Context: an optimization exercise on an open-source flow, tuned for small area, a short achievable clock period and few clock cycles per item. The choices shown serve that exercise and are no tape-out recipe. Function was checked by simulation only, so behaviour that the tests miss may differ from the original. Power and IR drop assume default switching activity.

### design/flow/design.v
package jst_pkg;
  localparam int MaxDepth = 64;
  localparam int DepthW   = $clog2(MaxDepth + 1);
  localparam int CntW     = 24;
  localparam int CpW      = 21;
  localparam logic [3:0] EV_NONE      = 4'd0;
  localparam logic [3:0] EV_OBJ_OPEN  = 4'd1;
  localparam logic [3:0] EV_OBJ_CLOSE = 4'd2;
  localparam logic [3:0] EV_ARR_OPEN  = 4'd3;
  localparam logic [3:0] EV_ARR_CLOSE = 4'd4;
  localparam logic [3:0] EV_STR_CHAR  = 4'd5;
  localparam logic [3:0] EV_STR_END   = 4'd6;
  localparam logic [3:0] EV_KEY_END   = 4'd7;
  localparam logic [3:0] EV_TRUE      = 4'd8;
  localparam logic [3:0] EV_FALSE     = 4'd9;
  localparam logic [3:0] EV_NULL      = 4'd10;
  localparam logic [3:0] EV_NUM_CHAR  = 4'd11;
  localparam logic [3:0] EV_NUM_END   = 4'd12;
  localparam logic CMD_CHAR   = 1'b0;
  localparam logic CMD_FINISH = 1'b1;
endpackage
module jst_core (
  input  logic        clk,
  input  logic        rst,
  input  logic        acc,
  input  logic        take,
  input  logic        pend,
  input  logic        cmd,
  input  logic [7:0]  char_byte,
  output logic        two,
  output logic [3:0]  out_event_res,
  output logic        out_number_is_real,
  output logic        out_in_key,
  output logic [20:0] out_code_point,
  output logic [1:0]  out_status,
  output logic [23:0] out_line_number,
  output logic [23:0] out_column_number
);
  localparam int MaxDepth = jst_pkg::MaxDepth;
  localparam int DepthW   = jst_pkg::DepthW;
  localparam int CntW     = jst_pkg::CntW;
  localparam int CpW      = jst_pkg::CpW;
  localparam logic [4:0] S_VALUE   = 5'd0;
  localparam logic [4:0] S_DONE    = 5'd1;
  localparam logic [4:0] S_ERR     = 5'd2;
  localparam logic [4:0] S_AFTER   = 5'd3;
  localparam logic [4:0] S_KEY     = 5'd4;
  localparam logic [4:0] S_COLON   = 5'd5;
  localparam logic [4:0] S_COMMA   = 5'd6;
  localparam logic [4:0] S_T1      = 5'd7;
  localparam logic [4:0] S_T2      = 5'd8;
  localparam logic [4:0] S_T3      = 5'd9;
  localparam logic [4:0] S_F1      = 5'd10;
  localparam logic [4:0] S_F2      = 5'd11;
  localparam logic [4:0] S_F3      = 5'd12;
  localparam logic [4:0] S_F4      = 5'd13;
  localparam logic [4:0] S_N1      = 5'd14;
  localparam logic [4:0] S_N2      = 5'd15;
  localparam logic [4:0] S_N3      = 5'd16;
  localparam logic [4:0] S_STR     = 5'd17;
  localparam logic [4:0] S_ESC     = 5'd18;
  localparam logic [4:0] S_UHEX    = 5'd19;
  localparam logic [4:0] S_PB      = 5'd20;
  localparam logic [4:0] S_PU      = 5'd21;
  localparam logic [4:0] S_LHEX    = 5'd22;
  localparam logic [4:0] S_SIGN    = 5'd23;
  localparam logic [4:0] S_DOT     = 5'd24;
  localparam logic [4:0] S_EXP     = 5'd25;
  localparam logic [4:0] S_EXPSIGN = 5'd26;
  localparam logic [4:0] S_NUM     = 5'd28;
  localparam logic [4:0] S_ZERO    = 5'd29;
  localparam logic [4:0] S_FRAC    = 5'd30;
  localparam logic [4:0] S_EXPNUM  = 5'd31;
  logic [4:0]        state, state_next;
  logic [DepthW-1:0] depth, depth_next;
  logic              just_opened, just_opened_next;
  logic [1:0]        hex_idx, hex_idx_next;
  logic              str_key, str_key_next;
  logic [MaxDepth-1:0] stk;           
  logic              push, pop, push_kind;
  logic [CntW-1:0]   line, line_next;
  logic [CntW-1:0]   col, col_next;
  logic [CpW-1:0]    cp, cp_next;
  logic [3:0]        ev, ev0;
  logic              real_q, real0;
  logic              close_kind, close_kind0;
  logic [1:0]        status_q;
  logic              key_q, cpen_q;
  logic [7:0]        b;
  logic              ws, dig, hexv;
  logic [3:0]        hv;
  logic              in_num, num_cont, top_obj, dnz, d1;
  logic [4:0]        vdone;
  localparam logic [CntW-1:0] CntMax = '1;
  assign b       = char_byte;
  assign ws      = b == 8'h20 || b == 8'h09 || b == 8'h0A || b == 8'h0D;
  assign dig     = b >= "0" && b <= "9";
  assign hexv    = dig || (b >= "a" && b <= "f") || (b >= "A" && b <= "F");
  assign hv      = dig ? b[3:0] : b[3:0] + 4'd9;
  assign top_obj = stk[0];
  assign dnz     = depth != '0;
  assign d1      = depth == DepthW'(1);
  assign vdone   = dnz ? S_COMMA : S_DONE;
  assign in_num  = state[4:2] == 3'b111;
  assign num_cont = (state != S_ZERO && dig) ||
                    (b == "." && (state == S_NUM || state == S_ZERO)) ||
                    ((b == "e" || b == "E") && state != S_EXPNUM);
  always_comb begin
    state_next       = state;
    depth_next       = depth;
    just_opened_next = just_opened;
    push             = 1'b0;
    pop              = 1'b0;
    push_kind        = 1'b0;
    ev0              = jst_pkg::EV_NONE;
    real0            = 1'b0;
    close_kind0      = 1'b0;
    two              = 1'b0;
    line_next        = line;
    col_next         = col;
    if (cmd == jst_pkg::CMD_FINISH) begin
      if (in_num) begin
        ev0        = jst_pkg::EV_NUM_END;
        real0      = state[1];
        state_next = vdone;
      end
    end else begin
      if (b == 8'h0A) begin
        if (line != CntMax) line_next = line + CntW'(1);
        col_next = '0;
      end else if (col != CntMax) begin
        col_next = col + CntW'(1);
      end
      case (state)
        S_VALUE: begin
          if (!ws) begin
            if (b == "{" || b == "[") begin
              if (depth[DepthW-1]) state_next = S_ERR;
              else begin
                push             = 1'b1;
                push_kind        = b == "{";
                depth_next       = depth + DepthW'(1);
                just_opened_next = 1'b1;
                ev0              = push_kind ? jst_pkg::EV_OBJ_OPEN : jst_pkg::EV_ARR_OPEN;
                state_next       = push_kind ? S_KEY : S_VALUE;
              end
            end else if (b == "t") state_next = S_T1;
            else if (b == "f") state_next = S_F1;
            else if (b == "n") state_next = S_N1;
            else if (b == "\"") state_next = S_STR; else if (b == "-" || dig) begin
              ev0        = jst_pkg::EV_NUM_CHAR;
              state_next = (b == "-") ? S_SIGN : (b == "0") ? S_ZERO : S_NUM;
            end else if (b == "]" && dnz && !top_obj && just_opened) begin
              ev0        = jst_pkg::EV_ARR_CLOSE;
              pop        = 1'b1;
              state_next = d1 ? S_DONE : S_COMMA;
            end else state_next = S_ERR;
          end
        end
        S_KEY: begin
          if (!ws) begin
            if (b == "\"") state_next = S_STR;
            else if (b == "}" && just_opened) begin
              ev0        = jst_pkg::EV_OBJ_CLOSE;
              pop        = 1'b1;
              state_next = d1 ? S_DONE : S_COMMA;
            end else state_next = S_ERR;
          end
        end
        S_COLON: if (!ws) state_next = (b == ":") ? S_VALUE : S_ERR;
        S_T1: state_next = (b == "r") ? S_T2 : S_ERR;
        S_T2: state_next = (b == "u") ? S_T3 : S_ERR;
        S_F1: state_next = (b == "a") ? S_F2 : S_ERR;
        S_F2: state_next = (b == "l") ? S_F3 : S_ERR;
        S_F3: state_next = (b == "s") ? S_F4 : S_ERR;
        S_N1: state_next = (b == "u") ? S_N2 : S_ERR;
        S_N2: state_next = (b == "l") ? S_N3 : S_ERR;
        S_T3, S_F4: begin
          if (b == "e") begin
            ev0        = (state == S_T3) ? jst_pkg::EV_TRUE : jst_pkg::EV_FALSE;
            state_next = vdone;
          end else state_next = S_ERR;
        end
        S_N3: begin
          if (b == "l") begin
            ev0        = jst_pkg::EV_NULL;
            state_next = vdone;
          end else state_next = S_ERR;
        end
        S_STR: begin
          if (b == "\"") begin
            ev0        = str_key ? jst_pkg::EV_KEY_END : jst_pkg::EV_STR_END;
            state_next = str_key ? S_COLON : vdone;
          end else if (b == "\\") state_next = S_ESC;
          else if (b < 8'h20) state_next = S_ERR;
          else ev0 = jst_pkg::EV_STR_CHAR;
        end
        S_ESC: begin
          ev0        = jst_pkg::EV_STR_CHAR;
          state_next = S_STR;
          if (b == "u") begin
            ev0        = jst_pkg::EV_NONE;
            state_next = S_UHEX;
          end else if (!(b == "\"" || b == "\\" || b == "/" || b == "b" || b == "f" ||
                         b == "n" || b == "r" || b == "t")) begin
            ev0        = jst_pkg::EV_NONE;
            state_next = S_ERR;
          end
        end
        S_UHEX: begin
          if (!hexv) state_next = S_ERR;
          else if (hex_idx == 2'd3) begin
            if (cp[11:6] == 6'b110110) state_next = S_PB;
            else begin
              ev0        = jst_pkg::EV_STR_CHAR;
              state_next = S_STR;
            end
          end
        end
        S_PB: state_next = (b == "\\") ? S_PU : S_ERR;
        S_PU: state_next = (b == "u") ? S_LHEX : S_ERR;
        S_LHEX: begin
          if (!hexv) state_next = S_ERR;
          else if (hex_idx == 2'd3) begin
            if (!cp[10]) begin
              ev0        = jst_pkg::EV_STR_CHAR;
              state_next = S_STR;
            end else state_next = S_ERR;
          end
        end
        S_SIGN, S_DOT, S_EXPSIGN: begin
          if (dig) begin
            ev0        = jst_pkg::EV_NUM_CHAR;
            state_next = (state == S_SIGN) ? ((b == "0") ? S_ZERO : S_NUM) :
                         (state == S_DOT) ? S_FRAC : S_EXPNUM;
          end else state_next = S_ERR;
        end
        S_EXP: begin
          if (dig || b == "-" || b == "+") begin
            ev0        = jst_pkg::EV_NUM_CHAR;
            state_next = dig ? S_EXPNUM : S_EXPSIGN;
          end else state_next = S_ERR;
        end
        S_NUM, S_ZERO, S_FRAC, S_EXPNUM: begin
          if (num_cont) begin
            ev0 = jst_pkg::EV_NUM_CHAR;
            if (b == ".") state_next = S_DOT;
            else if (b == "e" || b == "E") state_next = S_EXP;
          end else begin
            ev0   = jst_pkg::EV_NUM_END;
            real0 = state[1];
            if (!dnz) begin
              state_next = ws ? S_DONE : S_AFTER;
            end else if (ws) begin
              state_next = S_COMMA;
            end else if (b == ",") begin
              just_opened_next = 1'b0;
              state_next       = top_obj ? S_KEY : S_VALUE;
            end else if ((b == "}" && top_obj) || (b == "]" && !top_obj)) begin
              two         = 1'b1;
              close_kind0 = top_obj;
              pop         = 1'b1;
              state_next  = d1 ? S_DONE : S_COMMA;
            end else state_next = S_ERR;
          end
        end
        S_DONE: if (!ws) state_next = S_AFTER;
        S_COMMA: begin
          if (ws) begin
          end else if (b == ",") begin
            just_opened_next = 1'b0;
            state_next       = top_obj ? S_KEY : S_VALUE;
          end else if ((b == "}" && top_obj) || (b == "]" && !top_obj)) begin
            ev0        = top_obj ? jst_pkg::EV_OBJ_CLOSE : jst_pkg::EV_ARR_CLOSE;
            pop        = 1'b1;
            state_next = d1 ? S_DONE : S_COMMA;
          end else state_next = S_ERR;
        end
        default: begin
        end
      endcase
      if (pop) depth_next = depth - DepthW'(1);
    end
  end
  always_comb begin
    hex_idx_next = (state == S_UHEX || state == S_LHEX) ? hex_idx + 2'd1 : 2'd0;
    str_key_next = (state == S_KEY) ? 1'b1 : (state == S_VALUE) ? 1'b0 : str_key;
    cp_next      = CpW'(b);
    case (state)
      S_ESC: begin
        case (b)
          "b":     cp_next = CpW'(8'h08);
          "f":     cp_next = CpW'(8'h0C);
          "n":     cp_next = CpW'(8'h0A);
          "r":     cp_next = CpW'(8'h0D);
          "t":     cp_next = CpW'(8'h09);
          default: cp_next = CpW'(b);
        endcase
      end
      S_UHEX: begin
        cp_next = {5'd0, cp[11:0], hv};
        if (hex_idx == 2'd3 && cp[11:6] == 6'b110110) cp_next[20:11] = {cp[5:0], hv};
      end
      S_PB, S_PU: cp_next = cp;
      S_LHEX: begin
        cp_next      = cp;
        cp_next[9:0] = {cp[5:0], hv};
        if (hex_idx == 2'd0) cp_next[10] = hv != 4'hD;
        if (hex_idx == 2'd1) cp_next[10] = cp[10] || hv[3:2] != 2'b11;
        if (hex_idx == 2'd3) cp_next[20:10] = {1'b0, cp[20:11]} + 11'h040;
      end
      default: ;
    endcase
  end
  always_ff @(posedge clk) begin
    if (acc && cmd == jst_pkg::CMD_CHAR) begin
      hex_idx <= hex_idx_next;
      str_key <= str_key_next;
      cp      <= cp_next;
    end
  end
  always_ff @(posedge clk) begin
    if (rst) begin
      state <= S_VALUE;
      depth <= '0;
      line  <= '0;
      col   <= '0;
    end else if (acc) begin
      state <= state_next;
      depth <= depth_next;
      line  <= line_next;
      col   <= col_next;
    end
  end
  always_ff @(posedge clk) begin
    if (acc) begin
      just_opened <= just_opened_next;
      ev          <= ev0;
      real_q      <= real0;
      close_kind  <= close_kind0;
      status_q    <= (state_next[4:2] == 3'b000) ? state_next[1:0] : 2'd0;
      key_q       <= str_key_next && (ev0 == jst_pkg::EV_STR_CHAR || ev0 == jst_pkg::EV_KEY_END);
      cpen_q      <= ev0 == jst_pkg::EV_STR_CHAR || ev0 == jst_pkg::EV_NUM_CHAR;
    end else if (take && pend) begin
      ev     <= close_kind ? jst_pkg::EV_OBJ_CLOSE : jst_pkg::EV_ARR_CLOSE;
      real_q <= 1'b0;
    end
  end
  logic sh_push, sh_pop, sh_hold;
  assign sh_push = acc && push;
  assign sh_pop  = acc && pop;
  assign sh_hold = !(sh_push || sh_pop);
  always_ff @(posedge clk) begin
    stk <= ({stk[MaxDepth-2:0], push_kind} & {MaxDepth{sh_push}}) |
           ({1'b0, stk[MaxDepth-1:1]} & {MaxDepth{sh_pop}}) |
           (stk & {MaxDepth{sh_hold}});
  end
  assign out_event_res      = ev;
  assign out_number_is_real = real_q;
  assign out_in_key         = key_q;
  assign out_code_point     = cp & {CpW{cpen_q}};
  assign out_status         = status_q;
  assign out_line_number    = line;
  assign out_column_number  = col;
endmodule
module jst_queue (
  input  logic       clk,
  input  logic       rst,
  input  logic       in_valid,
  output logic       in_ready,
  input  logic       in_cmd,
  input  logic [7:0] in_char_byte,
  input  logic       out_ready,
  output logic       out_valid,
  input  logic       two,         
  output logic       go,          
  output logic       cmd,         
  output logic [7:0] char_byte,
  output logic       pend         
);
  logic       a_v, b_v;
  logic       b_cmd;
  logic [7:0] b_byte;
  logic       take, in_acc, a_free;
  assign take     = out_valid && out_ready;
  assign go       = a_v && (!out_valid || (out_ready && !pend));
  assign in_ready = !b_v;
  assign in_acc   = in_valid && !b_v;
  assign a_free   = go || !a_v;
  always_ff @(posedge clk) begin
    if (rst) begin
      a_v <= 1'b0;
      b_v <= 1'b0;
    end else if (a_free) begin
      a_v <= b_v || in_acc;
      b_v <= 1'b0;
    end else if (in_acc) begin
      b_v <= 1'b1;
    end
  end
  always_ff @(posedge clk) begin
    if (a_free && b_v) begin
      cmd       <= b_cmd;
      char_byte <= b_byte;
    end else if (a_free && in_acc) begin
      cmd       <= in_cmd;
      char_byte <= in_char_byte;
    end
    if (!a_free && in_acc) begin
      b_cmd  <= in_cmd;
      b_byte <= in_char_byte;
    end
  end
  always_ff @(posedge clk) begin
    if (rst) out_valid <= 1'b0;
    else if (go) out_valid <= 1'b1;
    else if (take && !pend) out_valid <= 1'b0;
  end
  always_ff @(posedge clk) begin
    if (go) pend <= two;
    else if (take) pend <= 1'b0;
  end
endmodule
module json_stream_tokenizer_top (
  input  logic        clk,
  input  logic        rst,
  input  logic        in_valid,
  output logic        in_ready,
  input  logic        in_cmd,
  input  logic [7:0]  in_char_byte,
  output logic        out_valid,
  input  logic        out_ready,
  output logic [3:0]  out_event_res,
  output logic        out_number_is_real,
  output logic        out_in_key,
  output logic [20:0] out_code_point,
  output logic [1:0]  out_status,
  output logic [23:0] out_line_number,
  output logic [23:0] out_column_number,
  output logic        out_last_of_run
);
  logic       go, take, pend, two;
  logic       cmd;
  logic [7:0] char_byte;
  assign take = out_valid && out_ready;
  jst_queue u_queue (
    .clk       (clk),
    .rst       (rst),
    .in_valid  (in_valid),
    .in_ready  (in_ready),
    .in_cmd    (in_cmd),
    .in_char_byte (in_char_byte),
    .out_ready (out_ready),
    .out_valid (out_valid),
    .two       (two),
    .go        (go),
    .cmd       (cmd),
    .char_byte (char_byte),
    .pend      (pend)
  );
  jst_core u_core (
    .clk                (clk),
    .rst                (rst),
    .acc                (go),
    .take               (take),
    .pend               (pend),
    .cmd                (cmd),
    .char_byte          (char_byte),
    .two                (two),
    .out_event_res      (out_event_res),
    .out_number_is_real (out_number_is_real),
    .out_in_key         (out_in_key),
    .out_code_point     (out_code_point),
    .out_status         (out_status),
    .out_line_number    (out_line_number),
    .out_column_number  (out_column_number)
  );
  assign out_last_of_run = !pend;
endmodule
### design/flow/flow/run.sh
#!/bin/bash
# Standard layout, with the port buffers inserted as buf_2 cells instead of the
# delay-buffer cell that buffer_ports picks by default.
set -euo pipefail
export BUFFER_PORTS_ARGS="-buffer_cell sky130_fd_sc_hd__buf_2"
bash standard.sh finish > standard_finish.log 2>&1
### design/flow/standard.sh
#!/bin/bash
# synth_recipe.tcl (not shown) runs the flow's synth.tcl, then flattens the netlist and writes it again
# the make line also repeats each setting of config.mk as NAME=value (left out here)
make -C /OpenROAD-flow-scripts/flow DESIGN_CONFIG=/design/flow/config.mk WORK_HOME=/design/flow/orfs CLKGATE_MAP_FILE= SYNTH_SCRIPT=/design/flow/synth_recipe.tcl "${@:-finish}"
### design/flow/config.mk
export PLATFORM = sky130hd
export DESIGN_NAME = json_stream_tokenizer_top
export DESIGN_NICKNAME = json_stream_tokenizer_top
export VERILOG_FILES = /design/flow/design.v
export SDC_FILE = /design/flow/constraint.sdc
export NUM_CORES = 4
export LEC_CHECK = 0
export CAP_MARGIN = 20
export CORE_MARGIN = 2
export CORE_UTILIZATION = 40
export SETUP_SLACK_MARGIN = 3.3
export SLEW_MARGIN = 20
### design/flow/constraint.sdc
create_clock -name core_clock -period 6.0 [get_ports {clk}]
set_input_delay 1.2000 -clock core_clock [delete_from_list [all_inputs] [get_ports {clk}]]
set_output_delay 1.2000 -clock core_clock [all_outputs]
set_load 0.01 [all_outputs]
==> results.sh, run 1 <==
export IMPL_run_status="finished clean"
export IMPL_routed_via_count=9976
export IMPL_endpoint_kind="flop"
export IMPL_die_h_um=165
export IMPL_setup_viol=0
export IMPL_grt_total_usage=0.232
export IMPL_max_freq_ghz=0.353
export IMPL_crit_path_max_fanout=6
export IMPL_worst_pin_slew_ns=0.932
export IMPL_clock_tree_root_cell="clkbuf_16"
export IMPL_fin_crit_sh=0.472
export IMPL_ys_flop_type="dfxtp_1"
export IMPL_vias_per_cell=5.88
export IMPL_cts_made_buffers=17
export IMPL_core_area_um2=25300
export IMPL_synth_area_um2=10300
export IMPL_io_buffers=92
export IMPL_yosys_warnings=2
export IMPL_cp_required_ns=6.18
export IMPL_cpPeakStageDelay_ns=0.57
export IMPL_ctsHoldBuffers=0
export IMPL_drtIter0Drc=1051
export IMPL_finalMaxSlewViolations=0
export IMPL_hpwl_mm=20.0
export IMPL_synth_top_cell_by_area="dfxtp_1"
export IMPL_finClkSkew_ns=0.0150
export IMPL_cts_tree="done"
export IMPL_clk_path_buf_depth=2
export IMPL_path_buf_inv=3
export IMPL_grt_overflow=0
export IMPL_yosys_top_cells_area="dfxtp_1, edfxtp_1, nand2_1"
export IMPL_drc_errors=0
export IMPL_max_slew_margin=0.378
export IMPL_arrival_ns=3.01
export IMPL_synthCells=1219
export IMPL_slowest_stage="or4_4"
export IMPL_path_delay_family="simple AND/OR/NAND/NOR gates"
export IMPL_power_mw=2.71
export IMPL_synth_nets=1246
export IMPL_worstSetupPathType="flop to flop"
export IMPL_avgSynthCellArea_um2=8.46
export IMPL_async_flop_share=0
export IMPL_finalHoldViolCount=0
export IMPL_wl_mm=31.6
export IMPL_num_io_pins=93
export IMPL_htreeDepth=4
export IMPL_synth_edf_count=54
export IMPL_tns_ns=0
export IMPL_initial_core_util=0.408
export IMPL_drtAntennaViolNets=0
export IMPL_layout_nets=1381
export IMPL_timing_final_crit_period_ns=2.83
export IMPL_grt_start_max_net_pins=45
export IMPL_drive_above_1_share=0.263
export IMPL_cap_violations=0
export IMPL_start_kind="flop"
export IMPL_cts_sinks=181
export IMPL_ys_seq_area_frac=0.404
export IMPL_synth_distinct_cells=92
export IMPL_clk_pin_slew_ns=0.07
export IMPL_vdd_drop_max_uv=141
export IMPL_pwr_density_cell_nw_per_um2=208
export IMPL_rsz0062_at_grt="yes"
export IMPL_hold_class="flop to flop"
export IMPL_clk_latency_ns=0.44
export IMPL_syn_to_final_growth_pct=26.6
export IMPL_die_w_um=165
export IMPL_ys_seq_elements=181
export IMPL_grt_pass1_vias=9025
export IMPL_grt_pass1_wl_mm=50.1
export IMPL_dieArea_um2=27100
export IMPL_wl_per_cell_um=18.6
export IMPL_power_leakage_nw=5.07
export IMPL_synth_top_area_frac=0.247
export IMPL_cp_cell_sequence="buf_12, buf_6, nor4b_4, buf_4, and3_4, a31oi_2, a311oi_2, or4_4, nor4_4, nor4b_2"
export IMPL_dr_pass1_iters=5
export IMPL_num_rows=58
export IMPL_gp_congestion=0.971
export IMPL_antenna_found_initial=0
[flip-flops by register name, summed over array words and instances (netlist names), 2 cells and up]
name               count
u_core.col            24
u_core.state           5
u_core.hex_idx         2
u_queue.char_byte      8
u_core.cp             21
u_core.stk            64
u_core.ev              4
u_core.status_q        2
u_core.depth           7
u_core.line           24
u_queue.b_byte         8
[cell usage after synthesis (14+ instances only)]
| cell | n |
|---|---|
| o21ai_0 | 53 |
| xnor2_1 | 26 |
| and3_1 | 16 |
| ha_1 | 14 |
| nand2_1 | 214 |
| nor2_1 | 98 |
| a21oi_1 | 54 |
| and2_1 | 30 |
| xor2_1 | 16 |
| clkbuf_1 | 40 |
| nor3_1 | 25 |
| nand2b_1 | 14 |
| or3_1 | 17 |
| nand3_1 | 32 |
| a22oi_1 | 66 |
| nand4_1 | 18 |
| buf_2 | 29 |
| dfxtp_1 | 127 |
| edfxtp_1 | 54 |
| nor4_1 | 16 |
| inv_1 | 33 |
[worst paths after layout]
path,from,endpoint,slack (ns),cells after the start
worst max-delay path,u_queue.char_byte[5],u_core.status_q[0],3.17,10
worst min-delay path,u_core.stk[21],u_core.stk[21],0.46,2
worst max register to register,u_queue.char_byte[5],u_core.status_q[0],3.17,10
worst min register to register,u_core.stk[21],u_core.stk[21],0.46,2
[worst min-delay path: stages, from the launching register on]
cell	delay [ns]
dfxtp_1	0.33
nand2_1	0.05
nand2_1	0.04
[stage by stage]
stage          hold slack, ns  instances   util  cell area, um2  worst slack, ns
2_1_floorplan           0.431       1219      -           10400             2.98
3_3_place_gp            0.443       1573  0.435           11000             2.13
3_5_place_dp            0.449       1573  0.435           11000             2.20
4_1_cts                 0.458       1664  0.495           12500             3.22
5_1_grt                 0.475       1697  0.517           13100             3.09
6_report                0.457       1698  0.517           13100             3.17
[cells by family (layout without fill, tap and decap cells)]
kind of cell,count (synthesis),count (layout),share of synthesized area
AND/OR/NAND/NOR,571,574,0.290
AO/OA/AOI/OAI,286,287,0.193
flip-flops,181,181,0.404
buffers and inverters,112,256,0.0465
XOR/XNOR,42,42,0.0357
adder cells (fa/ha/maj),14,14,0.0170
multiplexers,13,13,0.0140
other,0,1,0
[timing repair]
item | CTS | global route
setup buffers | 54 | 32
pin swaps | 27 | 28
resized for setup | 97 | 64
setup endpoints to repair | 131 | 137
cloned | 5 | 1
[layout by cell type (no fill, tap or decap), types with 12 or more instances in the layout]
master,instances
o21ai_0,44
nor2_1,91
nand2b_1,12
buf_4,80
nand2_1,212
nand3_1,29
xnor2_1,26
and2_1,30
a22oi_1,66
nor3_1,20
or3_1,16
edfxtp_1,54
dfxtp_1,126
inv_1,31
clkbuf_16,17
a21oi_1,44
and3_1,13
nand4_1,18
buf_2,92
xor2_1,15
[area by class of cell]
class | count | area [um2]
Timing Repair Buffer | 190 | 1320
Fill cell | 2321 | 12200
Multi-Input combinational cell | 930 | 6410
Clock inverter | 13 | 168
Tap cell | 330 | 413
Antenna cell | 1 | 2.50
Sequential cell | 181 | 4170
Inverter | 34 | 140
Clock buffer | 19 | 434
[layer usage]
| layer | vias up | part of all wire | track usage |
|---|---|---|---|
| li1 | 4741 | - | - |
| met1 | 4732 | 0.46 | 0.332 |
| met2 | 444 | 0.44 | 0.351 |
| met3 | 59 | 0.077 | 0.0472 |
| met4 | 0 | 0.024 | 0.0708 |
| met5 | - | 0 | 0 |
[where the power goes]
| group | internal (mW) | total, mW | switching [mW] | leakage, nW |
|---|---|---|---|---|
| clock | 0.634 | 1.17 | 0.533 | 0.300 |
| combinational | 0.0997 | 0.254 | 0.155 | 3.24 |
| sequential | 1.27 | 1.29 | 0.0174 | 1.53 |
Testbench counts, summed over its fixed seeds: cycles 48,368, bytes 48,352.
==> run 2: changes to the inputs <==
--- a/design/flow/config.mk
+++ b/design/flow/config.mk
@@ -9,4 +9,4 @@
 export CORE_MARGIN = 2
 export CORE_UTILIZATION = 40
-export SETUP_SLACK_MARGIN = 3.3
+export SETUP_SLACK_MARGIN = 3.0
 export SLEW_MARGIN = 20
==> run 2 against run 1 <==
  * Sequential share of layout area is 2.4 points higher
  * Hold slack worse by 0.0053 ns
  * Routed wire length is 5.8% lower
  * Sequential power hardly changed
  * Largest power group unchanged
  * Non-clock buffer count is 43 lower
  * Global-route usage is 0.83 points lower
  * Count of clock-buffer cells in the layout is 2 higher
==> results.sh, run 2 <==
export IMPL_run_status="finished clean"
export IMPL_layout_nets=1336
export IMPL_hpwl_mm=19.9
export IMPL_worst_r2r_endpoint="u_core.status_q[0]"
export IMPL_worst_pin_slew_ns=0.880
export IMPL_holdCritStartpoint="u_core.stk[2]"
export IMPL_cap_violations=0
export IMPL_setup_viol=0
export IMPL_pwr_density_cell_nw_per_um2=215
export IMPL_num_io_pins=93
export IMPL_pwr_share_comb=0.084
export IMPL_wl_per_cell_um=18.0
export IMPL_hold_class="flop to flop"
export IMPL_io_buffers=92
export IMPL_switchingPower_mw=0.675
export IMPL_reg_top3="u_core.stk (64), u_core.col (24), u_core.line (24)"
export IMPL_synth_top_cell_by_area="dfxtp_1"
export IMPL_holdPathEnd="u_core.stk[2]"
export IMPL_rsz0062_at_grt="yes"
export IMPL_drtAntennaViolNets=0
export IMPL_drc_errors=0
export IMPL_timing_final_crit_period_ns=2.99
export IMPL_reg2reg_from="u_queue.char_byte[0]"
export IMPL_timing_final_ws_setup_ns=3.01
export IMPL_syn_to_final_growth_pct=17.8
export IMPL_synth_area_um2=10300
export IMPL_endpoint_kind="flop"
export IMPL_fin_area_um2=12100
export IMPL_clk_path_buf_depth=2
export IMPL_grt_pass1_wl_mm=48.4
export IMPL_htreeDepth=4
export IMPL_synthCells=1219
export IMPL_cts_sinks=181
export IMPL_top_register="u_core.stk"
export IMPL_ff2ff_path_depth=9
export IMPL_core_area_um2=25300
export IMPL_max_freq_ghz=0.335
export IMPL_die_h_um=165
export IMPL_netlist_top_cells_count="nand2_1, dfxtp_1, nor2_1"
export IMPL_die_w_um=165
export IMPL_synth_most_common_cell="nand2_1"
export IMPL_start_kind="flop"
export IMPL_grt_overflow=0
export IMPL_place_inst=1575
export IMPL_power_leakage_nw=4.69
export IMPL_arrival_ns=3.23
export IMPL_vdd_drop_max_uv=157
export IMPL_routed_via_count=9667
export IMPL_p_int_mw=1.93
export IMPL_crit_path_max_fanout=13
export IMPL_cts_made_buffers=17
export IMPL_slowest_stage="edfxtp_1"
export IMPL_clk_latency_ns=0.44
export IMPL_pwr_share_clk=0.420
export IMPL_fin_cells=1651
export IMPL_synth_top_area_frac=0.247
export IMPL_ys_flop_type="dfxtp_1"
export IMPL_num_antenna_cells=0
export IMPL_initial_core_util=0.408
export IMPL_synth_distinct_cells=92
export IMPL_final_common_cell="nand2_1"
export IMPL_path_buf_inv=1
export IMPL_cpPeakStageDelay_ns=0.43
export IMPL_largest_register_ffs=64
export IMPL_finClkSkew_ns=0.0158
export IMPL_async_flop_share=0
export IMPL_ctsHoldBuffers=0
export IMPL_dr_pass1_iters=5
export IMPL_tns_ns=0
export IMPL_gp_congestion=0.964
export IMPL_num_rows=58
export IMPL_post_place_ws_ns=2.42
export IMPL_synth_nets=1246
export IMPL_grt_total_usage=0.224
export IMPL_vias_per_cell=5.86
export IMPL_pwr_share_seq=0.496
export IMPL_power_mw=2.61
export IMPL_drtIter0Drc=1267
export IMPL_clock_tree_root_cell="clkbuf_16"
export IMPL_antenna_found_initial=1
export IMPL_finalMaxSlewViolations=0
export IMPL_utilization=0.481
export IMPL_hold_ws_ns=0.452
export IMPL_fin_crit_sh=0.498
export IMPL_clk_pin_slew_ns=0.07
export IMPL_yosys_warnings=2
export IMPL_r2r_setup_slack_ns=3.01
export IMPL_synth_edf_count=54
export IMPL_drive_above_1_share=0.185
export IMPL_finalHoldViolCount=0
export IMPL_placed_cell_area_um2=11000
export IMPL_cp_cell_sequence="inv_1, ha_4, nor2b_1, o211a_1, a21o_2, o21ai_0, a211o_1, o31a_1, nor4b_2"
export IMPL_max_slew_margin=0.414
export IMPL_wl_mm=29.7
export IMPL_ys_seq_elements=181
export IMPL_path_delay_family="compound AO/OA/AOI/OAI gates"
export IMPL_final_cell_mix="nand2_1, dfxtp_1, nor2_1"
export IMPL_p_sw_frac=0.259
export IMPL_cts_tree="done"
export IMPL_worstSetupPathType="flop to flop"
export IMPL_grt_start_max_net_pins=48
export IMPL_yosys_top_cells_area="dfxtp_1, edfxtp_1, nand2_1"
export IMPL_cp_required_ns=6.25
export IMPL_ys_seq_area_frac=0.404
export IMPL_hold_depth=2
export IMPL_dieArea_um2=27100
export IMPL_grt_pass1_vias=8888
export IMPL_avgSynthCellArea_um2=8.46
==> run 2: worst max path at each step <==
stage                               from            endpoint  slack (ns)  cells after the start
floorplan                      out_ready     u_core.line[23]        2.98                     11
global placement    u_queue.char_byte[0]     u_core.depth[4]        2.48                     10
detailed placement             out_ready     u_core.line[15]        2.42                      9
CTS                 u_queue.char_byte[0]  u_core.status_q[0]        3.00                     10
global route        u_queue.char_byte[3]  u_core.status_q[0]        2.91                      9
finish              u_queue.char_byte[0]  u_core.status_q[0]        3.01                      9
==> run 2: layout make-up <==
class                   count  area [um2]
clock inverters            10        93.8
multi-input cells         928        5910
well taps                 330         413
clock buffers              21         470
fillers                  2431       13100
repair buffers            147         956
flip-flops and latches    181        4170
inverters                  34         133
==> run 2: logic make-up after synthesis <==
family / after synthesis / synth area share
AOI/OAI and AO/OA: 286 / 0.193
xor gates and xnor gates: 42 / 0.0357
adders and majority gates: 14 / 0.0170
buffers and inverters: 112 / 0.0465
DFF: 181 / 0.404
muxes: 13 / 0.0140
and+or+nand+nor: 571 / 0.290
==> run 2: worst min-delay path: cells and delay by family, from the launching register on <==
family        cells  cell delay [ns]
flops             1             0.32
simple gates      2             0.09
==> run 2: power by group through the flow <==
stage / Sequential [mW] / Combinational [mW] / Clock (mW)
floorplan: 1.31 / 0.129 / 0
finish: 1.29 / 0.220 / 1.09
global placement: 1.33 / 0.166 / 0
CTS: 1.29 / 0.196 / 1.12
global route: 1.29 / 0.235 / 1.17
detailed placement: 1.33 / 0.165 / 0
==> run 2: timing repair <==
action | 4_1_cts | 5_1_grt
setup buffers | 29 | 13
pin swaps | 3 | 6
setup endpoints to repair | 99 | 83
cloned | 3 | 0
resized for setup | 16 | 30
==> run 2: layer usage <==
layer | global-route usage | wire length [um] | up-vias
li1 | - | - | 4640
met1 | 0.329 | 13800 | 4491
met4 | 0.0719 | 792 | 2
met5 | 0 | 8 | -
met3 | 0.0522 | 2710 | 72
met2 | 0.322 | 12400 | 462
==> run 3: changes to the inputs <==
==> design/flow/run.sh (new file) <==
#!/bin/bash
# synth_recipe.tcl (not shown) runs the flow's synth.tcl, then flattens the netlist and writes it again
# the make line also repeats each setting of config.mk as NAME=value (left out here)
make -C /OpenROAD-flow-scripts/flow DESIGN_CONFIG=/design/flow/config.mk WORK_HOME=/design/flow/orfs CLKGATE_MAP_FILE= SYNTH_SCRIPT=/design/flow/synth_recipe.tcl finish
removed: design/flow/flow/run.sh
removed: design/flow/standard.sh
==> run 3 against run 2 <==
  * Clock skew down 0.0030 ns
  * Final area grew 5.6%
  * Die area unchanged
  * Combinational power grew 6%
  * Final cell count rose by 0.79%
  * Maximum frequency rose by 0.32%
  * Flip-flop and latch count is the same
  * Hold slack improved by 0.0056 ns
  * Sequential share of layout area down 1.8 points
  * Core utilization up 2.7 points
  * Critical endpoint unchanged
  * Largest power group unchanged
==> results.sh, run 3 <==
export IMPL_synthCells=1219
export IMPL_cts_made_buffers=17
export IMPL_ctsHoldBuffers=0
export IMPL_clk_pin_slew_ns=0.08
export IMPL_clk_path_buf_depth=2
export IMPL_initial_core_util=0.408
export IMPL_cts_tree="done"
export IMPL_ys_flop_type="dfxtp_1"
export IMPL_vias_per_cell=5.93
export IMPL_endpoint_kind="flop"
export IMPL_ys_seq_elements=181
export IMPL_run_status="finished clean"
export IMPL_hold_depth=2
export IMPL_fin_crit_sh=0.496
export IMPL_core_area_um2=25300
export IMPL_cap_violations=0
export IMPL_synth_xor_area_frac=0.0357
export IMPL_seqCellArea_um2=4160
export IMPL_crit_path_max_fanout=12
export IMPL_fin_area_um2=12800
export IMPL_drc_errors=0
export IMPL_antenna_found_initial=0
export IMPL_dr_pass1_iters=6
export IMPL_largest_register_ffs=64
export IMPL_synthMuxAreaShare=0.0140
export IMPL_max_slew_margin=0.404
export IMPL_syn_to_final_growth_pct=24.4
export IMPL_avgSynthCellArea_um2=8.46
export IMPL_finClkSkew_ns=0.0127
export IMPL_drive_above_1_share=0.133
export IMPL_grt_overflow=0
export IMPL_routed_via_count=9860
export IMPL_cts_sinks=181
export IMPL_netlist_top_cells_count="nand2_1, dfxtp_1, nor2_1"
export IMPL_synth_area_um2=10300
export IMPL_drtAntennaViolNets=0
export IMPL_synth_edf_count=54
export IMPL_synth_simple_area_share=0.290
export IMPL_finalHoldViolCount=0
export IMPL_synth_distinct_cells=92
export IMPL_grt_pass1_vias=9196
export IMPL_yosys_warnings=2
export IMPL_num_io_pins=93
export IMPL_synth_nets=1246
export IMPL_rsz0062_at_grt="yes"
export IMPL_gp_congestion=1.03
export IMPL_synth_top_family_by_area="simple AND/OR/NAND/NOR gates"
export IMPL_async_flop_share=0
export IMPL_htreeDepth=4
export IMPL_synth_top_cell_by_area="dfxtp_1"
export IMPL_die_w_um=165
export IMPL_ff2ff_path_depth=10
export IMPL_tns_ns=0
export IMPL_arrival_ns=3.23
export IMPL_synth_top_area_frac=0.247
export IMPL_num_antenna_cells=0
export IMPL_num_rows=58
export IMPL_vdd_drop_max_uv=191
export IMPL_clk_latency_ns=0.43
export IMPL_worstSetupPathType="flop to flop"
export IMPL_ys_seq_area_frac=0.404
export IMPL_wl_mm=30.4
export IMPL_start_kind="flop"
export IMPL_final_cell_mix="nand2_1, dfxtp_1, nor2_1"
export IMPL_multi_input_area_um2=5990
export IMPL_timing_final_crit_period_ns=2.98
export IMPL_finalMaxSlewViolations=0
export IMPL_final_common_cell="nand2_1"
export IMPL_utilization=0.508
export IMPL_fill_cells=2380
export IMPL_pwr_density_cell_nw_per_um2=215
export IMPL_top_register="u_core.stk"
export IMPL_grt_pass1_wl_mm=49.0
export IMPL_hpwl_mm=19.6
export IMPL_hold_class="flop to flop"
export IMPL_yosys_top_cells_area="dfxtp_1, edfxtp_1, nand2_1"
export IMPL_reg_top3="u_core.stk (64), u_core.col (24), u_core.line (24)"
export IMPL_dieArea_um2=27100
export IMPL_setup_viol=0
export IMPL_synth_compound_area_frac=0.193
export IMPL_power_leakage_nw=4.63
export IMPL_synth_most_common_cell="nand2_1"
export IMPL_drtIter0Drc=1261
export IMPL_worst_pin_slew_ns=0.894
export IMPL_cp_required_ns=6.25
export IMPL_die_h_um=165
export IMPL_grt_start_max_net_pins=48
export IMPL_synth_fa_ha_area_frac=0.0170
export IMPL_clock_tree_root_cell="clkbuf_16"
export IMPL_io_buffers=92
export IMPL_layout_nets=1348
export IMPL_wl_per_cell_um=18.2
export IMPL_max_freq_ghz=0.336
export IMPL_grt_total_usage=0.225
export IMPL_placed_cell_area_um2=11400
run 3: cell counts after synthesis:
No cell type changed its count.
run 3: cells by family (layout without fill, tap and decap cells):
| family | count (synthesis) | after routing |
|---|---|---|
| mux | 13 | 13 |
| simple gates | 571 | 573 |
| xor+xnor | 42 | 42 |
| flops | 181 | 181 |
| fa+ha+maj | 14 | 14 |
| compound gates | 286 | 287 |
| buf+inv | 112 | 224 |
run 3: area by class of cell:
type                    instances  share of cell area
multi-input cells             929               0.467
repair buffers                158               0.115
clock inverters                13              0.0144
inverters                      34              0.0105
well taps                     330              0.0322
clock buffers                  19              0.0362
flip-flops and latches        181               0.325
run 3: path summary, 6_finish.rpt:
check | start | end | slack, ns
setup / recovery | u_queue.char_byte[0] | u_core.status_q[0] | 3.02
hold / removal | u_core.stk[30] | u_core.stk[30] | 0.46
setup reg to reg | u_queue.char_byte[0] | u_core.status_q[0] | 3.02
hold reg to reg | u_core.stk[30] | u_core.stk[30] | 0.46
run 3: per-layer routing:
metal,share of wire,track usage,up-vias,wire [um]
li1,-,-,4662,-
met1,0.46,0.318,4675,13900
met2,0.43,0.335,455,13100
met3,0.086,0.0505,68,2600
met4,0.024,0.0810,0,741
met5,0,0,-,0
run 3: worst max-delay path, cell delays in order, from the launching register on:
cell	delay [ns]
edfxtp_1	0.43
buf_4	0.18
ha_4	0.21
o21bai_1	0.19
a21oi_1	0.10
buf_6	0.17
a211oi_4	0.27
o211ai_1	0.18
a2111o_1	0.44
o31a_1	0.31
nor4b_2	0.30
run 3: repair_timing:
item	in CTS	in global routing
gates resized for setup	31	31
setup buffers	38	13
cloned	4	1
pin swaps	12	5
endpoints found under the hold margin	0	0
setup endpoints to repair	135	77
run 3: report_power, final:
| part | leakage, nW | total [mW] | switching [mW] | internal, mW |
|---|---|---|---|---|
| Combinational | 2.78 | 0.233 | 0.141 | 0.0929 |
| Clock | 0.318 | 1.24 | 0.531 | 0.708 |
| Sequential | 1.53 | 1.29 | 0.0162 | 1.27 |
| Total | 4.63 | 2.76 | 0.687 | 2.08 |
run 3: stage by stage:
stage | power (mW) | std cells | worst slack (ns) | hold WS (ns)
after floorplan | 1.44 | 1219 | 2.98 | 0.431
after global placement | 1.51 | 1576 | 2.09 | 0.441
after detailed placement | 1.51 | 1576 | 2.05 | 0.447
after CTS | 2.77 | 1650 | 3.00 | 0.459
after global routing | 2.85 | 1664 | 2.90 | 0.470
final | 2.76 | 1664 | 3.02 | 0.458
==> run 4: changes to the inputs <==
--- a/design/flow/design.v
+++ b/design/flow/design.v
@@ -379,36 +379,18 @@
   output logic       pend         
 );
-  logic       a_v, b_v;
-  logic       b_cmd;
-  logic [7:0] b_byte;
-  logic       take, in_acc, a_free;
+  logic a_v, take, in_acc;
   assign take     = out_valid && out_ready;
   assign go       = a_v && (!out_valid || (out_ready && !pend));
-  assign in_ready = !b_v;
-  assign in_acc   = in_valid && !b_v;
-  assign a_free   = go || !a_v;
+  assign in_ready = !a_v || go;
+  assign in_acc   = in_valid && in_ready;
   always_ff @(posedge clk) begin
-    if (rst) begin
-      a_v <= 1'b0;
-      b_v <= 1'b0;
-    end else if (a_free) begin
-      a_v <= b_v || in_acc;
-      b_v <= 1'b0;
-    end else if (in_acc) begin
-      b_v <= 1'b1;
-    end
+    if (rst) a_v <= 1'b0;
+    else if (in_ready) a_v <= in_valid;
   end
   always_ff @(posedge clk) begin
-    if (a_free && b_v) begin
-      cmd       <= b_cmd;
-      char_byte <= b_byte;
-    end else if (a_free && in_acc) begin
+    if (in_acc) begin
       cmd       <= in_cmd;
       char_byte <= in_char_byte;
     end
-    if (!a_free && in_acc) begin
-      b_cmd  <= in_cmd;
-      b_byte <= in_char_byte;
-    end
   end
   always_ff @(posedge clk) begin
==> design/flow/flow/run.sh (new file) <==
#!/bin/bash
# Standard layout, with the port buffers inserted as buf_2 cells instead of the
# delay-buffer cell that buffer_ports picks by default.
set -euo pipefail
export BUFFER_PORTS_ARGS="-buffer_cell sky130_fd_sc_hd__buf_2"
bash standard.sh finish > standard_finish.log 2>&1
==> design/flow/standard.sh (new file) <==
#!/bin/bash
# synth_recipe.tcl (not shown) runs the flow's synth.tcl, then flattens the netlist and writes it again
# the make line also repeats each setting of config.mk as NAME=value (left out here)
make -C /OpenROAD-flow-scripts/flow DESIGN_CONFIG=/design/flow/config.mk WORK_HOME=/design/flow/orfs CLKGATE_MAP_FILE= SYNTH_SCRIPT=/design/flow/synth_recipe.tcl "${@:-finish}"
--- a/design/flow/config.mk
+++ b/design/flow/config.mk
@@ -9,4 +9,6 @@
 export CORE_MARGIN = 2
 export CORE_UTILIZATION = 40
+export CTS_BUF_LIST = sky130_fd_sc_hd__clkbuf_8
+export CTS_CLUSTER_SIZE = 30
 export SETUP_SLACK_MARGIN = 3.0
 export SLEW_MARGIN = 20
removed: design/flow/run.sh
==> run 4 against run 3 <==
  * Synthesized area is 7.3% lower
  * Clock skew is 0.0069 ns higher
  * Non-clock buffer count is 7 higher
  * Synthesized cell count is 9.8% lower
  * Register-to-register slack worse by 0.09 ns
==> results.sh, run 4 <==
export IMPL_placed_cell_area_um2=10100
export IMPL_finClkSkew_ns=0.0197
export IMPL_wl_mm=28.6
export IMPL_hold_class="flop to flop"
export IMPL_fin_crit_sh=0.511
export IMPL_cap_violations=0
export IMPL_endpoint_kind="flop"
export IMPL_die_w_um=159
export IMPL_drive_above_1_share=0.230
export IMPL_multi_input_area_um2=5270
export IMPL_dieArea_um2=25100
export IMPL_drtAntennaViolNets=0
export IMPL_layout_nets=1236
export IMPL_synth_distinct_cells=94
export IMPL_synth_area_um2=9560
export IMPL_synthCells=1099
export IMPL_core_area_um2=23500
export IMPL_slowest_stage="edfxtp_1"
export IMPL_dr_pass1_iters=7
export IMPL_ctsHoldBuffers=0
export IMPL_ys_seq_area_frac=0.405
export IMPL_grt_total_usage=0.217
export IMPL_cp_startpoint="u_queue.char_byte[0]"
export IMPL_utilization=0.492
export IMPL_max_slew_margin=0.473
export IMPL_r2r_setup_slack_ns=2.93
export IMPL_clk_latency_ns=0.47
export IMPL_final_cell_mix="dfxtp_1, nor2_1, nand2_1"
export IMPL_netlist_top_cells_count="dfxtp_1, nand2_1, nor2_1"
export IMPL_crit_path_max_fanout=6
export IMPL_crit_path_end="u_core.status_q[1]"
export IMPL_worst_r2r_endpoint="u_core.status_q[1]"
export IMPL_num_io_pins=93
export IMPL_path_buf_inv=3
export IMPL_avgSynthCellArea_um2=8.70
export IMPL_max_freq_ghz=0.326
export IMPL_power_mw=2.38
export IMPL_drtIter0Drc=1354
export IMPL_final_common_cell="dfxtp_1"
export IMPL_cts_sinks=171
export IMPL_grt_overflow=0
export IMPL_finalMaxSlewViolations=0
export IMPL_timing_final_ws_setup_ns=2.93
export IMPL_power_leakage_nw=4.78
export IMPL_largest_register_ffs=64
export IMPL_vias_per_cell=5.95
export IMPL_post_place_ws_ns=1.95
export IMPL_reg_top3="u_core.stk (64), u_core.col (24), u_core.line (24)"
export IMPL_wl_per_cell_um=18.5
export IMPL_tns_ns=0
export IMPL_grt_start_max_net_pins=71
export IMPL_clk_path_buf_depth=2
export IMPL_fill_cells=2271
export IMPL_grt_pass1_vias=8097
export IMPL_antenna_found_initial=0
export IMPL_worstSetupPathType="flop to flop"
export IMPL_pwr_density_cell_nw_per_um2=206
export IMPL_rsz0062_at_grt="yes"
export IMPL_ys_flop_type="dfxtp_1"
export IMPL_finalHoldViolCount=0
export IMPL_cpPeakStageDelay_ns=0.46
export IMPL_yosys_top_cells_area="dfxtp_1, edfxtp_1, a222oi_1"
export IMPL_reg2reg_from="u_queue.char_byte[0]"
export IMPL_setup_viol=0
export IMPL_cp_cell_sequence="buf_6, ha_4, o21ba_4, buf_4, o21ai_4, buf_4, o22ai_1, a222oi_1, o31ai_1, o31ai_1, nor2_1"
export IMPL_timing_final_crit_period_ns=3.07
export IMPL_routed_via_count=9168
export IMPL_async_flop_share=0
export IMPL_cts_made_buffers=17
export IMPL_gp_congestion=1.01
export IMPL_top_register="u_core.stk"
export IMPL_num_antenna_cells=0
export IMPL_arrival_ns=3.27
export IMPL_synth_edf_count=45
export IMPL_grt_pass1_wl_mm=43.6
export IMPL_seqCellArea_um2=3880
export IMPL_cp_required_ns=6.20
export IMPL_io_buffers=92
export IMPL_hold_ws_ns=0.471
export IMPL_synth_most_common_cell="dfxtp_1"
export IMPL_num_rows=56
export IMPL_fin_cells=1541
export IMPL_initial_core_util=0.407
export IMPL_place_inst=1444
export IMPL_path_delay_family="compound AO/OA/AOI/OAI gates"
export IMPL_worst_pin_slew_ns=0.790
export IMPL_fin_area_um2=11500
export IMPL_run_status="finished clean"
export IMPL_vdd_drop_max_uv=169
export IMPL_hpwl_mm=17.7
export IMPL_clk_pin_slew_ns=0.11
export IMPL_synth_top_area_frac=0.264
export IMPL_synth_nets=1126
export IMPL_die_h_um=159
export IMPL_syn_to_final_growth_pct=20.8
export IMPL_drc_errors=0
export IMPL_htreeDepth=4
export IMPL_worst_path_stages=11
export IMPL_synth_top_cell_by_area="dfxtp_1"
export IMPL_clock_tree_root_cell="clkbuf_8"
export IMPL_start_kind="flop"
export IMPL_cts_tree="done"
export IMPL_ys_seq_elements=171
export IMPL_ff2ff_path_depth=11
export IMPL_yosys_warnings=2
-- run 4: changes by cell type after synthesis, moves of 6 or more --
| cell | change |
|---|---|
| a22oi_1 | -65 |
| o21ai_0 | -11 |
| o21a_1 | -7 |
| xor2_1 | +9 |
| clkbuf_1 | -10 |
| nand4b_1 | -6 |
| edfxtp_1 | -9 |
| mux2_2 | -11 |
| nand3_1 | +24 |
| nand2_1 | -118 |
| buf_6 | +7 |
| inv_1 | +59 |
| a222oi_1 | +63 |
-- run 4: timing repair --
action	CTS	global route
cloned	2	8
setup endpoints to repair	117	126
setup buffers	32	23
gates resized for setup	40	39
pin swaps	11	17
-- run 4: cell families (layout without fill, tap and decap cells) --
kind of cell             after synthesis  after routing  share of synthesized area
AO/OA/AOI/OAI                        262            262                      0.207
flip-flops                           171            171                      0.405
multiplexers                           4              4                    0.00419
XOR/XNOR                              47             47                     0.0431
buffers and inverters                170            291                     0.0782
AND/OR/NAND/NOR                      431            433                      0.243
adder cells (fa/ha/maj)               14             14                     0.0183
-- run 4: cell type report --
type,instances,share of cell area
well taps,319,0.0346
clock inverters,12,0.0150
repair buffers,165,0.103
flip-flops and latches,171,0.336
clock buffers,20,0.0238
inverters,94,0.0311
multi-input cells,760,0.457
-- run 4: how the worst min path moves through the flow --
| stage | cells after the start | startpoint | to | slack, ns |
|---|---|---|---|---|
| after floorplan | 2 | u_core.stk[63] | u_core.stk[62] | 0.44 |
| after global placement | 2 | u_core.stk[63] | u_core.stk[62] | 0.45 |
| after detailed placement | 2 | u_core.stk[63] | u_core.stk[62] | 0.46 |
| after CTS | 2 | u_core.stk[63] | u_core.stk[63] | 0.48 |
| after global routing | 2 | u_core.stk[63] | u_core.stk[62] | 0.51 |
| final | 2 | u_core.stk[63] | u_core.stk[63] | 0.47 |
-- run 4: worst reg2reg max path, stage by stage (launching register included) --
cell,delay (ns)
edfxtp_1,0.46
buf_6,0.16
ha_4,0.18
o21ba_4,0.22
buf_4,0.14
o21ai_4,0.22
buf_4,0.19
o22ai_1,0.08
a222oi_1,0.46
o31ai_1,0.15
o31ai_1,0.45
nor2_1,0.10
-- run 4: metal layers --
| layer | part of all wire | vias to the layer above | track usage |
|---|---|---|---|
| li1 | - | 4297 | - |
| met1 | 0.44 | 4377 | 0.307 |
| met4 | 0.025 | 0 | 0.0716 |
| met3 | 0.095 | 67 | 0.0514 |
| met2 | 0.44 | 427 | 0.326 |
| met5 | 0 | - | 0 |
-- run 4: report_power, final --
part / internal [mW] / leakage [nW] / switching, mW
registers: 1.20 / 1.44 / 0.0226
logic: 0.0959 / 3.11 / 0.149
clock network: 0.427 / 0.228 / 0.488
Testbench counts of run 4, summed over its fixed seeds: cycles 48,368, bytes 48,352.
==> run 5: changes to the inputs <==
--- a/design/flow/config.mk
+++ b/design/flow/config.mk
@@ -9,6 +9,4 @@
 export CORE_MARGIN = 2
 export CORE_UTILIZATION = 40
-export CTS_BUF_LIST = sky130_fd_sc_hd__clkbuf_8
-export CTS_CLUSTER_SIZE = 30
-export SETUP_SLACK_MARGIN = 3.0
+export SETUP_SLACK_MARGIN = 3.3
 export SLEW_MARGIN = 20
==> run 5 against run 4 <==
  * Final area grew 6.0%
  * Via count increased by 2.0%
  * Synthesized cell count did not move
  * Register-to-register slack better by 0.07 ns
  * Combinational power increased by 5%
  * Count of clock-buffer cells in the layout is 1 lower
  * Synthesized area unchanged
  * Sequential power barely moved
  * Largest cell class unchanged
  * Worst setup slack improved by 0.075 ns
  * Global-route usage increased by 1.1 points
==> results.sh, run 5 <==
export IMPL_synth_area_um2=9560
export IMPL_pwr_density_cell_nw_per_um2=218
export IMPL_timing_final_crit_period_ns=2.99
export IMPL_worst_pin_slew_ns=0.775
export IMPL_grt_overflow=0
export IMPL_die_h_um=159
export IMPL_grt_start_max_net_pins=41
export IMPL_io_buffers=92
export IMPL_routed_via_count=9353
export IMPL_initial_core_util=0.407
export IMPL_drive_above_1_share=0.266
export IMPL_synth_top_area_frac=0.264
export IMPL_avgSynthCellArea_um2=8.70
export IMPL_synth_nets=1126
export IMPL_utilization=0.521
export IMPL_grt_pass1_vias=8373
export IMPL_slowest_stage="edfxtp_1"
export IMPL_wl_met3_mm=2.43
export IMPL_max_freq_ghz=0.334
export IMPL_p_int_mw=1.96
export IMPL_cts_sinks=171
export IMPL_arrival_ns=3.31
export IMPL_grt_total_usage=0.228
export IMPL_htreeDepth=4
export IMPL_hpwl_mm=17.8
export IMPL_num_rows=56
export IMPL_cap_violations=0
export IMPL_final_cell_mix="dfxtp_1, nand2_1, nor2_1, buf_2, inv_1"
export IMPL_timing_final_ws_setup_ns=3.01
export IMPL_ys_flop_type="dfxtp_1"
export IMPL_worstSetupPathType="flop to flop"
export IMPL_highest_layer="met4"
export IMPL_vias_per_cell=5.95
export IMPL_drc_errors=0
export IMPL_pwr_share_clk=0.447
export IMPL_power_leakage_nw=5.07
export IMPL_met2_length_mm=13.2
export IMPL_max_slew_margin=0.483
export IMPL_vdd_drop_max_uv=192
export IMPL_layout_nets=1267
export IMPL_drtAntennaViolNets=0
export IMPL_synth_edf_count=45
export IMPL_pwr_share_seq=0.456
export IMPL_placed_cell_area_um2=10200
export IMPL_cp_cell_sequence="inv_2, ha_4, and3b_2, o211a_2, a211oi_4, a31oi_4, o221ai_4, buf_6, buf_4, and2_2, a222oi_1, inv_1"
export IMPL_cts_made_buffers=17
export IMPL_grt_pass1_wl_mm=45.2
export IMPL_dr_pass1_iters=8
export IMPL_die_w_um=159
export IMPL_tns_ns=0
export IMPL_wl_mm=29.4
export IMPL_fin_crit_sh=0.499
export IMPL_drtIter0Drc=1158
export IMPL_fin_cells=1572
export IMPL_cts_tree="done"
export IMPL_clk_latency_ns=0.45
export IMPL_endpoint_kind="flop"
export IMPL_hold_class="flop to flop"
export IMPL_run_status="finished clean"
export IMPL_cp_required_ns=6.31
export IMPL_cpPeakStageDelay_ns=0.47
export IMPL_yosys_top_cells_area="dfxtp_1, edfxtp_1, a222oi_1"
export IMPL_switchingPower_mw=0.715
export IMPL_netlist_top_cells_count="dfxtp_1, nand2_1, nor2_1"
export IMPL_synth_distinct_cells=94
export IMPL_num_io_pins=93
export IMPL_rsz0062_at_grt="yes"
export IMPL_antenna_found_initial=0
export IMPL_synth_most_common_cell="dfxtp_1"
export IMPL_power_mw=2.67
export IMPL_dieArea_um2=25100
export IMPL_wl_met1_mm=12.9
export IMPL_core_area_um2=23500
export IMPL_clock_tree_root_cell="clkbuf_16"
export IMPL_finClkSkew_ns=0.0276
export IMPL_p_sw_frac=0.268
export IMPL_synthCells=1099
export IMPL_setup_viol=0
export IMPL_clk_pin_slew_ns=0.08
export IMPL_async_flop_share=0
export IMPL_clk_path_buf_depth=2
export IMPL_crit_path_max_fanout=16
export IMPL_ys_seq_elements=171
export IMPL_finalHoldViolCount=0
export IMPL_gp_congestion=0.979
export IMPL_pwr_share_comb=0.096
export IMPL_finalMaxSlewViolations=0
export IMPL_start_kind="flop"
export IMPL_wl_per_cell_um=18.7
export IMPL_top_register="u_core.stk"
export IMPL_num_antenna_cells=0
export IMPL_place_inst=1445
export IMPL_hold_ws_ns=0.470
export IMPL_reg_top3="u_core.stk (64), u_core.col (24), u_core.line (24)"
export IMPL_ys_seq_area_frac=0.405
export IMPL_ctsHoldBuffers=0
export IMPL_fin_area_um2=12200
export IMPL_fill_cells=2177
export IMPL_largest_register_ffs=64
export IMPL_synth_top_cell_by_area="dfxtp_1"
export IMPL_syn_to_final_growth_pct=28.0
export IMPL_yosys_warnings=2
export IMPL_final_common_cell="dfxtp_1"
export IMPL_post_place_ws_ns=1.88
[run 5: final cells by class]
class	instances	area (um2)	area share
well taps	319	399	0.0326
clock buffers	19	453	0.0370
multi-input cells	763	5480	0.448
repair buffers	193	1480	0.121
inverters	94	365	0.0299
clock inverters	13	180	0.0147
flip-flops and latches	171	3880	0.317
[run 5: cell families after synthesis]
family	after synthesis	share of synthesized area
muxes	4	0.00419
and+or+nand+nor	431	0.243
DFF	171	0.405
AOI/OAI and AO/OA	262	0.207
adders and majority gates	14	0.0183
buffers and inverters	170	0.0782
xor gates and xnor gates	47	0.0431
[run 5: final timing paths]
path	startpoint	endpoint	slack, ns	cells past startpoint
max reg2reg	u_queue.char_byte[1]	u_core.stk[9]	3.01	12
min reg2reg	u_core.stk[63]	u_core.stk[63]	0.47	2
min	u_core.stk[63]	u_core.stk[63]	0.47	2
max	u_queue.char_byte[1]	u_core.stk[9]	3.01	12
[run 5: repair_timing]
action | in CTS | in global routing
pin swaps | 19 | 17
gates cloned | 8 | 4
buffers inserted | 54 | 29
endpoints found under the setup margin | 174 | 129
resized for setup | 65 | 53
[run 5: critical path, delay by kind of cell (launching register included)]
kind / cells / cell delay [ns]
fa+ha+maj: 1 / 0.19
simple gates: 2 / 0.62
flops: 1 / 0.47
compound gates: 5 / 1.04
buf+inv: 4 / 0.51
[run 5: layer usage]
metal / vias up / global-route usage
met3: 78 / 0.0490
met4: 0 / 0.0858
li1: 4364 / -
met5: - / 0
met2: 471 / 0.348
met1: 4440 / 0.316
[run 5: power by group through the flow]
stage          combinational [mW]  clock, mW  sequential (mW)
2_1_floorplan               0.142          0             1.24
6_report                    0.257       1.20             1.22
5_1_grt                     0.274       1.26             1.22
3_5_place_dp                0.180          0             1.26
4_1_cts                     0.226       1.20             1.22
3_3_place_gp                0.182          0             1.26
==> run 6: changes to the inputs <==
--- a/design/flow/config.mk
+++ b/design/flow/config.mk
@@ -8,5 +8,5 @@
 export CAP_MARGIN = 20
 export CORE_MARGIN = 2
-export CORE_UTILIZATION = 40
-export SETUP_SLACK_MARGIN = 3.3
+export CORE_UTILIZATION = 55
+export SETUP_SLACK_MARGIN = 3.0
 export SLEW_MARGIN = 20
==> run 6 against run 5 <==
  * First-iteration DRC count is 2.7% lower
  * Combinational power is 8.9% lower
  * Sequential power hardly changed
  * Die area is 27% lower
  * Worst setup slack worse by 0.096 ns
  * Clock power is about 10% lower
  * Synthesized area stayed put
==> results.sh, run 6 <==
export IMPL_ys_seq_area_frac=0.405
export IMPL_pwr_density_cell_nw_per_um2=219
export IMPL_max_freq_ghz=0.324
export IMPL_synth_edf_count=45
export IMPL_cp_cell_sequence="buf_6, ha_4, o21ba_4, o21a_4, a211oi_4, a31oi_4, o221ai_4, o21ai_4, buf_12, buf_16, a222oi_1, inv_1"
export IMPL_drive_above_1_share=0.226
export IMPL_antenna_found_initial=0
export IMPL_die_h_um=136
export IMPL_timing_final_ws_setup_ns=2.91
export IMPL_synth_simple_area_share=0.243
export IMPL_syn_to_final_growth_pct=20.9
export IMPL_worstSetupPathType="flop to flop"
export IMPL_fin_crit_sh=0.515
export IMPL_cp_required_ns=6.31
export IMPL_drtIter0Drc=1127
export IMPL_wl_mm=27.8
export IMPL_tns_ns=0
export IMPL_switchingPower_mw=0.686
export IMPL_num_antenna_cells=0
export IMPL_slowest_stage="edfxtp_1"
export IMPL_layout_nets=1237
export IMPL_io_buffers=92
export IMPL_max_slew_margin=0.479
export IMPL_p_int_mw=1.84
export IMPL_synth_top_area_frac=0.264
export IMPL_placed_cell_area_um2=9990
export IMPL_reg_top3="u_core.stk (64), u_core.col (24), u_core.line (24)"
export IMPL_synth_top_cell_by_area="dfxtp_1"
export IMPL_final_cell_mix="dfxtp_1, nor2_1, nand2_1"
export IMPL_cts_sinks=171
export IMPL_cap_violations=0
export IMPL_clk_path_buf_depth=2
export IMPL_grt_pass1_vias=8146
export IMPL_pwr_share_clk=0.425
export IMPL_yosys_top_cells_area="dfxtp_1, edfxtp_1, a222oi_1"
export IMPL_finalMaxSlewViolations=0
export IMPL_vdd_drop_max_uv=206
export IMPL_largest_register_ffs=64
export IMPL_ys_flop_type="dfxtp_1"
export IMPL_synth_area_um2=9560
export IMPL_synth_fa_ha_area_frac=0.0183
export IMPL_cp_startpoint="u_queue.char_byte[0]"
export IMPL_avgSynthCellArea_um2=8.70
export IMPL_synth_top_family_by_area="simple AND/OR/NAND/NOR gates"
export IMPL_crit_path_max_fanout=8
export IMPL_path_buf_inv=4
export IMPL_grt_total_usage=0.291
export IMPL_worst_pin_slew_ns=0.779
export IMPL_synth_compound_area_frac=0.207
export IMPL_p_sw_frac=0.271
export IMPL_drc_errors=0
export IMPL_cpPeakStageDelay_ns=0.47
export IMPL_gp_congestion=0.959
export IMPL_yosys_warnings=2
export IMPL_clock_tree_root_cell="clkbuf_16"
export IMPL_arrival_ns=3.40
export IMPL_grt_start_max_net_pins=41
export IMPL_synthMuxAreaShare=0.00419
export IMPL_path_delay_family="compound AO/OA/AOI/OAI gates"
export IMPL_final_common_cell="dfxtp_1"
export IMPL_async_flop_share=0
export IMPL_core_area_um2=17100
export IMPL_drtAntennaViolNets=0
export IMPL_post_place_ws_ns=1.87
export IMPL_reg2reg_from="u_queue.char_byte[0]"
export IMPL_routed_via_count=9331
export IMPL_start_kind="flop"
export IMPL_rsz0062_at_grt="yes"
export IMPL_netlist_top_cells_count="dfxtp_1, nand2_1, nor2_1"
export IMPL_synthCells=1099
export IMPL_synth_most_common_cell="dfxtp_1"
export IMPL_synth_distinct_cells=94
export IMPL_finClkSkew_ns=0.0108
export IMPL_utilization=0.675
export IMPL_wl_per_cell_um=19.2
export IMPL_vias_per_cell=6.44
export IMPL_grt_pass1_wl_mm=42.6
export IMPL_setup_viol=0
export IMPL_pwr_share_comb=0.093
export IMPL_dieArea_um2=18400
export IMPL_dr_pass1_iters=9
export IMPL_clk_latency_ns=0.43
export IMPL_hold_class="flop to flop"
export IMPL_synth_nets=1126
export IMPL_num_rows=48
export IMPL_cts_made_buffers=17
export IMPL_grt_overflow=0
export IMPL_ys_seq_elements=171
export IMPL_power_leakage_nw=4.85
export IMPL_endpoint_kind="flop"
export IMPL_initial_core_util=0.558
export IMPL_cts_tree="done"
export IMPL_finalHoldViolCount=0
export IMPL_pwr_share_seq=0.482
export IMPL_hpwl_mm=17.1
export IMPL_die_w_um=136
export IMPL_holdCritStartpoint="u_core.stk[63]"
export IMPL_num_io_pins=93
export IMPL_fin_area_um2=11600
export IMPL_timing_final_crit_period_ns=3.09
export IMPL_htreeDepth=4
export IMPL_top_register="u_core.stk"
export IMPL_run_status="finished clean"
export IMPL_clk_pin_slew_ns=0.07
export IMPL_synth_xor_area_frac=0.0431
[run 6: cell families (layout without fill, tap and decap cells)]
logic type	Yosys count	in the layout
and+or+nand+nor	431	433
AOI/OAI and AO/OA	262	262
DFF	171	171
buffers and inverters	170	292
xor gates and xnor gates	47	47
adders and majority gates	14	14
muxes	4	4
[run 6: cell type report]
cell class	instances	area (um2)
Timing Repair Buffer	166	1240
Multi-Input combinational cell	760	5230
Sequential cell	171	3870
Inverter	94	359
Fill cell	1422	5560
Clock buffer	17	425
Tap cell	225	282
Clock inverter	15	148
[run 6: layer usage]
layer / part of all wire / global-route usage / up-vias
met2: 0.45 / 0.455 / 517
met4: 0.039 / 0.137 / 0
met3: 0.091 / 0.0608 / 97
met5: 0 / 0 / -
met1: 0.42 / 0.386 / 4405
li1: - / - / 4312
[run 6: repair_timing]
| action | 4_1_cts | 5_1_grt |
|---|---|---|
| buffers inserted | 35 | 23 |
| gates cloned | 7 | 2 |
| pin swaps | 8 | 21 |
| resized for setup | 33 | 42 |
| setup endpoints to repair | 118 | 112 |
| hold buffers | 0 | 0 |
[run 6: metrics by stage]
| step | std cells | power, mW | hold slack, ns |
|---|---|---|---|
| floorplan | 1099 | 1.38 | 0.436 |
| global placement | 1349 | 1.43 | 0.457 |
| detailed placement | 1349 | 1.43 | 0.456 |
| CTS | 1423 | 2.52 | 0.473 |
| global route | 1448 | 2.61 | 0.490 |
| finish | 1448 | 2.53 | 0.475 |
[run 6: worst register-to-register path: cells and delay by family (launching register included)]
kind / cells / cell delay [ns]
compound gates: 7 / 1.74
buf+inv: 4 / 0.58
flops: 1 / 0.47
fa+ha+maj: 1 / 0.18
[run 6: worst paths after layout]
path | to | slack (ns) | depth (start not counted)
worst max-delay path | u_core.stk[50] | 2.91 | 12
worst min-delay path | u_core.stk[63] | 0.47 | 2
worst min register to register | u_core.stk[63] | 0.47 | 2
worst max register to register | u_core.stk[50] | 2.91 | 12
[run 6: power groups by stage]
stage / Combinational [mW] / Clock [mW] / Sequential (mW)
after floorplan: 0.139 / 0 / 1.24
after global placement: 0.178 / 0 / 1.26
after detailed placement: 0.177 / 0 / 1.26
after CTS: 0.208 / 1.09 / 1.22
after global routing: 0.249 / 1.14 / 1.22
final: 0.234 / 1.08 / 1.22

## separate check: timing with driven ports
No port has a modelled driver above. Below, the same layouts with a new extraction and two added sets of constraints. Step 1 (the two cells are an assumption about what drives the block):
set clk [get_ports {clk}]
set_driving_cell -lib_cell sky130_fd_sc_hd__clkbuf_16 $clk
set_driving_cell -lib_cell sky130_fd_sc_hd__buf_2 [delete_from_list [all_inputs] $clk]
Step 2 times the ports against the registers' clock, not the clock port: input delays grow and output delays shrink by t, the midpoint of the rising clock arrivals with the driver on. a / b / c = ideal ports / drivers / drivers and shift; a / b = the first two.
run	t, ns	setup slack, ns	pins driven straight from the clock port
run 1	0.480	3.166 / 3.166 / 2.945	1
run 2	0.476	3.013 / 3.013 / 2.710	1
run 3	0.475	3.022 / 3.022 / 2.723	1
run 4	0.501	2.932 / 2.932 / 2.577	1
run 5	0.484	3.007 / 3.007 / 2.647	1
run 6	0.474	2.911 / 2.911 / 2.508	1
After both steps setup and hold are still met in every run listed. For run 6, which loses most, drivers alone change the setup slack by 0.000 ns; drivers and shift together by -0.403 ns.
